From an optimization exercise on the open Yosys and OpenROAD flow, aimed at small area and few clock cycles per item; shortcuts taken in it are not production practice.

the baseline:
## sorted_top_n_score_table_unit
module sorted_top_n_score_table_unit #(
	parameter int TABLE_DEPTH = stst_pkg::TableDepthDef,
	parameter int NAME_BYTES  = stst_pkg::NameBytesDef
) (
	input  logic                       clk,
	input  logic                       arst_n,
	input  logic                       s_tvalid,
	output logic                       s_tready,
	input  logic [stst_pkg::InW-1:0]   s_tdata,
	output logic                       m_tvalid,
	input  logic                       m_tready,
	output logic [stst_pkg::OutW-1:0]  m_tdata
);
==> module sorted_top_n_score_table_unit, before the edit <==
module sorted_top_n_score_table_unit #(
	parameter int TABLE_DEPTH = stst_pkg::TableDepthDef,
	parameter int NAME_BYTES  = stst_pkg::NameBytesDef
) (
	input  logic                       clk,
	input  logic                       arst_n,
	input  logic                       s_tvalid,
	output logic                       s_tready,
	input  logic [stst_pkg::InW-1:0]   s_tdata,
	output logic                       m_tvalid,
	input  logic                       m_tready,
	output logic [stst_pkg::OutW-1:0]  m_tdata
);
	localparam int CW = $clog2(TABLE_DEPTH + 1);
	localparam int KW = $clog2(TABLE_DEPTH);
	localparam int SW = stst_pkg::ScoreW;
	localparam int NW = stst_pkg::NameW;
	localparam int EW = SW + NW;
	logic [stst_pkg::FuncW-1:0]   func;
	logic [SW-1:0]                new_score;
	logic [NW-1:0]                new_name;
	logic [stst_pkg::RankW-1:0]   rank;
	logic [NW-1:0]                packed_name;
	logic [EW-1:0]                new_ent;
	logic [CW-1:0]                count_q;
	logic [CW-1:0]                count_nxt;
	logic                         m_tvalid_q;
	logic [stst_pkg::StatusW-1:0] status_q;
	logic [KW-1:0]                rsel_q;
	logic                         rok_q;
	logic                         accept;
	logic                         empty;
	logic                         full;
	logic                         rank_ok;
	logic                         all_ge;
	logic                         ins_ok;
	logic                         del_ok;
	logic                         rd_ok;
	logic [stst_pkg::StatusW-1:0] status;
	logic [KW-1:0]                del_rank;
	logic [KW-1:0]                new_rank;
	logic [KW-1:0]                hit_idx;
	logic [TABLE_DEPTH*EW-1:0]    ents;
	logic [TABLE_DEPTH*KW-1:0]    rks;
	logic [TABLE_DEPTH-1:0]       vs;
	logic [TABLE_DEPTH-1:0]       ges;
	logic [TABLE_DEPTH-1:0]       hits;
	logic [TABLE_DEPTH-1:0]       free;
	logic [TABLE_DEPTH-1:0]       tsel;
	logic                         seen;
	logic [TABLE_DEPTH-1:0]       rsel_oh;
	logic [EW-1:0]                rd_all;
	assign func      = s_tdata[1:0];
	assign new_score = s_tdata[32:2];
	assign new_name  = s_tdata[96:33];
	assign rank      = s_tdata[101:97];
	assign s_tready = !m_tvalid_q || m_tready;
	assign accept   = s_tvalid && s_tready;
	logic [7:0] name_alive;
	always_comb begin
		for (int b = 0; b < 8; b++) begin
			if (b == 0) begin
				name_alive[b] = (b < NAME_BYTES) && (new_name[8*b +: 8] != 8'd0);
			end else begin
				name_alive[b] = name_alive[b-1] && (b < NAME_BYTES) && (new_name[8*b +: 8] != 8'd0);
			end
			packed_name[8*b +: 8] = name_alive[b] ? new_name[8*b +: 8] : 8'd0;
		end
	end
	assign new_ent = {new_score, packed_name};
	assign empty    = count_q == '0;
	assign full     = count_q[CW-1];
	assign rank_ok  = (rank != '0) && ({1'b0, rank} <= {{(stst_pkg::RankW+1-CW){1'b0}}, count_q});
	assign del_rank = KW'(rank - 1'b1);
	assign all_ge   = &ges;
	always_comb begin
		new_rank = '0;
		for (int i = 0; i < TABLE_DEPTH; i++) begin
			new_rank = new_rank + KW'(ges[i]);
		end
	end
	always_comb begin
		for (int i = 0; i < TABLE_DEPTH; i++) begin
			free[i] = !vs[i] || (rks[i*KW +: KW] == KW'(TABLE_DEPTH - 1));
		end
		seen = 1'b0;
		for (int i = 0; i < TABLE_DEPTH; i++) begin
			tsel[i] = free[i] && !seen;
			seen    = seen || free[i];
		end
	end
	always_comb begin
		hit_idx = '0;
		for (int i = 0; i < TABLE_DEPTH; i++) begin
			hit_idx = hit_idx | (hits[i] ? KW'(i) : KW'(0));
		end
	end
	always_comb begin
		status    = stst_pkg::ST_DONE;
		count_nxt = count_q;
		ins_ok    = 1'b0;
		del_ok    = 1'b0;
		rd_ok     = 1'b0;
		unique case (func)
			stst_pkg::FUNC_INSERT: begin
				if (full && all_ge) begin
					status = stst_pkg::ST_LOW;
				end else begin
					ins_ok = 1'b1;
					if (!full) begin
						count_nxt = count_q + 1'b1;
					end
				end
			end
			stst_pkg::FUNC_DELETE, stst_pkg::FUNC_READ: begin
				if (empty) begin
					status = stst_pkg::ST_EMPTY;
				end else if (rank == '0) begin
					status = stst_pkg::ST_CANCEL;
				end else if (!rank_ok) begin
					status = stst_pkg::ST_BADRANK;
				end else if (func == stst_pkg::FUNC_DELETE) begin
					del_ok    = 1'b1;
					count_nxt = count_q - 1'b1;
				end else begin
					rd_ok = 1'b1;
				end
			end
			default: begin
				status = stst_pkg::ST_BADRANK;
			end
		endcase
	end
	genvar gi;
	generate
		for (gi = 0; gi < TABLE_DEPTH; gi++) begin : g_cell
			stst_cell #(
				.TABLE_DEPTH(TABLE_DEPTH)
			) u_cell (
				.clk     (clk),
				.arst_n  (arst_n),
				.ins     (accept && ins_ok),
				.del     (accept && del_ok),
				.tsel    (tsel[gi]),
				.new_rank(new_rank),
				.del_rank(del_rank),
				.new_ent (new_ent),
				.ent     (ents[gi*EW +: EW]),
				.rk      (rks[gi*KW +: KW]),
				.valid   (vs[gi]),
				.ge      (ges[gi]),
				.hit     (hits[gi])
			);
		end
	endgenerate
	always_ff @(posedge clk or negedge arst_n) begin
		if (!arst_n) begin
			count_q    <= '0;
			m_tvalid_q <= 1'b0;
		end else begin
			if (accept) begin
				count_q    <= count_nxt;
				m_tvalid_q <= 1'b1;
			end else if (m_tready) begin
				m_tvalid_q <= 1'b0;
			end
		end
	end
	always_ff @(posedge clk) begin
		if (accept) begin
			status_q <= status;
			rsel_q   <= hit_idx;
			rok_q    <= rd_ok;
		end
	end
	always_comb begin
		rd_all = '0;
		for (int i = 0; i < TABLE_DEPTH; i++) begin
			rsel_oh[i] = rok_q && (rsel_q == KW'(i));
			rd_all = rd_all | (rsel_oh[i] ? ents[i*EW +: EW] : '0);
		end
	end
	assign m_tvalid = m_tvalid_q;
	assign m_tdata  = {1'b0, rd_all[NW-1:0], rd_all[EW-1:NW], stst_pkg::CountW'(count_q), status_q};
endmodule
Settings: LEC_CHECK=0, CAP_MARGIN=20, CORE_MARGIN=2, CORE_UTILIZATION=55, PLACE_DENSITY=0.65, SLEW_MARGIN=20; clock period 6.0 ns.
run.sh (not shown) runs the stock make flow with config.mk's settings and CLKGATE_MAP_FILE= SYNTH_SCRIPT=/design/flow/synth_recipe.tcl, a recipe that flattens the netlist after the stock synthesis.
Completing all stages was not enough for the baseline: its layout failed the final checks because of negative setup slack.
#### Input delta (the candidate over the baseline)
==> flow/design.v, changed modules only <==
module sorted_top_n_score_table_unit #(
	parameter int TABLE_DEPTH = stst_pkg::TableDepthDef,
	parameter int NAME_BYTES  = stst_pkg::NameBytesDef
) (
	input  logic                       clk,
	input  logic                       arst_n,
	input  logic                       s_tvalid,
	output logic                       s_tready,
	input  logic [stst_pkg::InW-1:0]   s_tdata,
	output logic                       m_tvalid,
	input  logic                       m_tready,
	output logic [stst_pkg::OutW-1:0]  m_tdata
);
	localparam int CW = $clog2(TABLE_DEPTH + 1);
	localparam int KW = $clog2(TABLE_DEPTH);
	localparam int SW = stst_pkg::ScoreW;
	localparam int NW = stst_pkg::NameW;
	localparam int EW = SW + NW;
	logic [stst_pkg::FuncW-1:0]   func;
	logic [SW-1:0]                new_score;
	logic [NW-1:0]                new_name;
	logic [stst_pkg::RankW-1:0]   rank;
	logic [NW-1:0]                packed_name;
	logic [EW-1:0]                new_ent;
	logic [CW-1:0]                count_q;
	logic [CW-1:0]                count_nxt;
	logic                         m_tvalid_q;
	logic [stst_pkg::StatusW-1:0] status_q;
	logic [TABLE_DEPTH-1:0]       rsel_q;
	logic                         accept;
	logic                         empty;
	logic                         full;
	logic                         rank_ok;
	logic                         all_ge;
	logic                         ins_ok;
	logic                         del_ok;
	logic                         rd_ok;
	logic [stst_pkg::StatusW-1:0] status;
	logic [KW-1:0]                del_rank;
	logic [KW-1:0]                new_rank;
	logic [TABLE_DEPTH*EW-1:0]    ents;
	logic [TABLE_DEPTH*KW-1:0]    rks;
	logic [TABLE_DEPTH-1:0]       vs;
	logic [TABLE_DEPTH-1:0]       ges;
	logic [TABLE_DEPTH-1:0]       hits;
	logic [TABLE_DEPTH-1:0]       free;
	logic [TABLE_DEPTH-1:0]       tsel;
	logic                         seen;
	logic [EW-1:0]                rd_all;
	assign func      = s_tdata[1:0];
	assign new_score = s_tdata[32:2];
	assign new_name  = s_tdata[96:33];
	assign rank      = s_tdata[101:97];
	assign s_tready = !m_tvalid_q || m_tready;
	assign accept   = s_tvalid && s_tready;
	logic [7:0] name_alive;
	always_comb begin
		for (int b = 0; b < 8; b++) begin
			if (b == 0) begin
				name_alive[b] = (b < NAME_BYTES) && (new_name[8*b +: 8] != 8'd0);
			end else begin
				name_alive[b] = name_alive[b-1] && (b < NAME_BYTES) && (new_name[8*b +: 8] != 8'd0);
			end
			packed_name[8*b +: 8] = name_alive[b] ? new_name[8*b +: 8] : 8'd0;
		end
	end
	assign new_ent = {new_score, packed_name};
	assign empty    = count_q == '0;
	assign full     = count_q[CW-1];
	assign rank_ok  = (rank != '0) && ({1'b0, rank} <= {{(stst_pkg::RankW+1-CW){1'b0}}, count_q});
	assign del_rank = KW'(rank - 1'b1);
	assign all_ge   = &ges;
	logic [1:0] pc1 [8];
	logic [2:0] pc2 [4];
	logic [3:0] pc3 [2];
	always_comb begin
		for (int j = 0; j < 8; j++) begin
			pc1[j] = {1'b0, ges[2*j]} + {1'b0, ges[2*j+1]};
		end
		for (int j = 0; j < 4; j++) begin
			pc2[j] = {1'b0, pc1[2*j]} + {1'b0, pc1[2*j+1]};
		end
		for (int j = 0; j < 2; j++) begin
			pc3[j] = {1'b0, pc2[2*j]} + {1'b0, pc2[2*j+1]};
		end
		new_rank = pc3[0] + pc3[1];
	end
	always_comb begin
		for (int i = 0; i < TABLE_DEPTH; i++) begin
			free[i] = !vs[i] || (rks[i*KW +: KW] == KW'(TABLE_DEPTH - 1));
		end
		seen = 1'b0;
		for (int i = 0; i < TABLE_DEPTH; i++) begin
			tsel[i] = free[i] && !seen;
			seen    = seen || free[i];
		end
	end
	always_comb begin
		status    = stst_pkg::ST_DONE;
		count_nxt = count_q;
		ins_ok    = 1'b0;
		del_ok    = 1'b0;
		rd_ok     = 1'b0;
		unique case (func)
			stst_pkg::FUNC_INSERT: begin
				if (full && all_ge) begin
					status = stst_pkg::ST_LOW;
				end else begin
					ins_ok = 1'b1;
					if (!full) begin
						count_nxt = count_q + 1'b1;
					end
				end
			end
			stst_pkg::FUNC_DELETE, stst_pkg::FUNC_READ: begin
				if (empty) begin
					status = stst_pkg::ST_EMPTY;
				end else if (rank == '0) begin
					status = stst_pkg::ST_CANCEL;
				end else if (!rank_ok) begin
					status = stst_pkg::ST_BADRANK;
				end else if (func == stst_pkg::FUNC_DELETE) begin
					del_ok    = 1'b1;
					count_nxt = count_q - 1'b1;
				end else begin
					rd_ok = 1'b1;
				end
			end
			default: begin
				status = stst_pkg::ST_BADRANK;
			end
		endcase
	end
	genvar gi;
	generate
		for (gi = 0; gi < TABLE_DEPTH; gi++) begin : g_cell
			stst_cell #(
				.TABLE_DEPTH(TABLE_DEPTH)
			) u_cell (
				.clk     (clk),
				.arst_n  (arst_n),
				.ins     (accept && ins_ok),
				.del     (accept && del_ok),
				.tsel    (tsel[gi]),
				.new_rank(new_rank),
				.del_rank(del_rank),
				.new_ent (new_ent),
				.ent     (ents[gi*EW +: EW]),
				.rk      (rks[gi*KW +: KW]),
				.valid   (vs[gi]),
				.ge      (ges[gi]),
				.hit     (hits[gi])
			);
		end
	endgenerate
	always_ff @(posedge clk or negedge arst_n) begin
		if (!arst_n) begin
			count_q    <= '0;
			m_tvalid_q <= 1'b0;
		end else begin
			if (accept) begin
				count_q    <= count_nxt;
				m_tvalid_q <= 1'b1;
			end else if (m_tready) begin
				m_tvalid_q <= 1'b0;
			end
		end
	end
	always_ff @(posedge clk) begin
		if (accept) begin
			status_q <= status;
			rsel_q   <= rd_ok ? hits : '0;
		end
	end
	always_comb begin
		rd_all = '0;
		for (int i = 0; i < TABLE_DEPTH; i++) begin
			rd_all = rd_all | (rsel_q[i] ? ents[i*EW +: EW] : '0);
		end
	end
	assign m_tvalid = m_tvalid_q;
	assign m_tdata  = {1'b0, rd_all[NW-1:0], rd_all[EW-1:NW], stst_pkg::CountW'(count_q), status_q};
endmodule
==> notes.md <==
- What the final checks of the candidate revealed, after a flow that finished every stage, was a layout that fails on negative setup slack.
- [the candidate] post-synthesis net count fell 2.4% relative to the baseline
- Summary of the candidate over the baseline: data required time at the worst endpoint now sits lower; cell area now sits lower; setup slack now sits lower.
- The final reports for the candidate and the baseline show largest fanout on the critical path lower in the former.
Function was not checked in any run of this note: the RTL went through the layout flow alone.

-- afterwards: timing with drivers on the ports --
How much do the figures lean on ideal ports? The routed layouts below were timed once more, with nothing changed but the port constraints. Step 1: set_driving_cell puts a clkbuf_16 on clk and a buf_2 on each other input, an assumption about the parent block. Step 2 adds t to the input delays and takes it off the output delays; t is the mean of the earliest and latest rising clock arrival at the registers after step 1. Input paths then give back, and output paths get back, about the clock's delay inside the block. a / b / c = no drivers / after step 1 / after step 2; a / b = the first two.
run	t (ns)	slack for setup (ns)	worst setup path at the end	clock arrival spread, ns	worst slew at a driven data input, ns
the baseline	0.881	-0.633 / -0.590 / -1.471	input to register	0.046 / 0.046	0.13
the candidate	0.879	-0.851 / -0.803 / -1.682	input to register	0.050 / 0.049	0.16
The setup slack of the baseline, which loses most, moves by +0.043 ns with the drivers and by -0.838 ns with both steps.
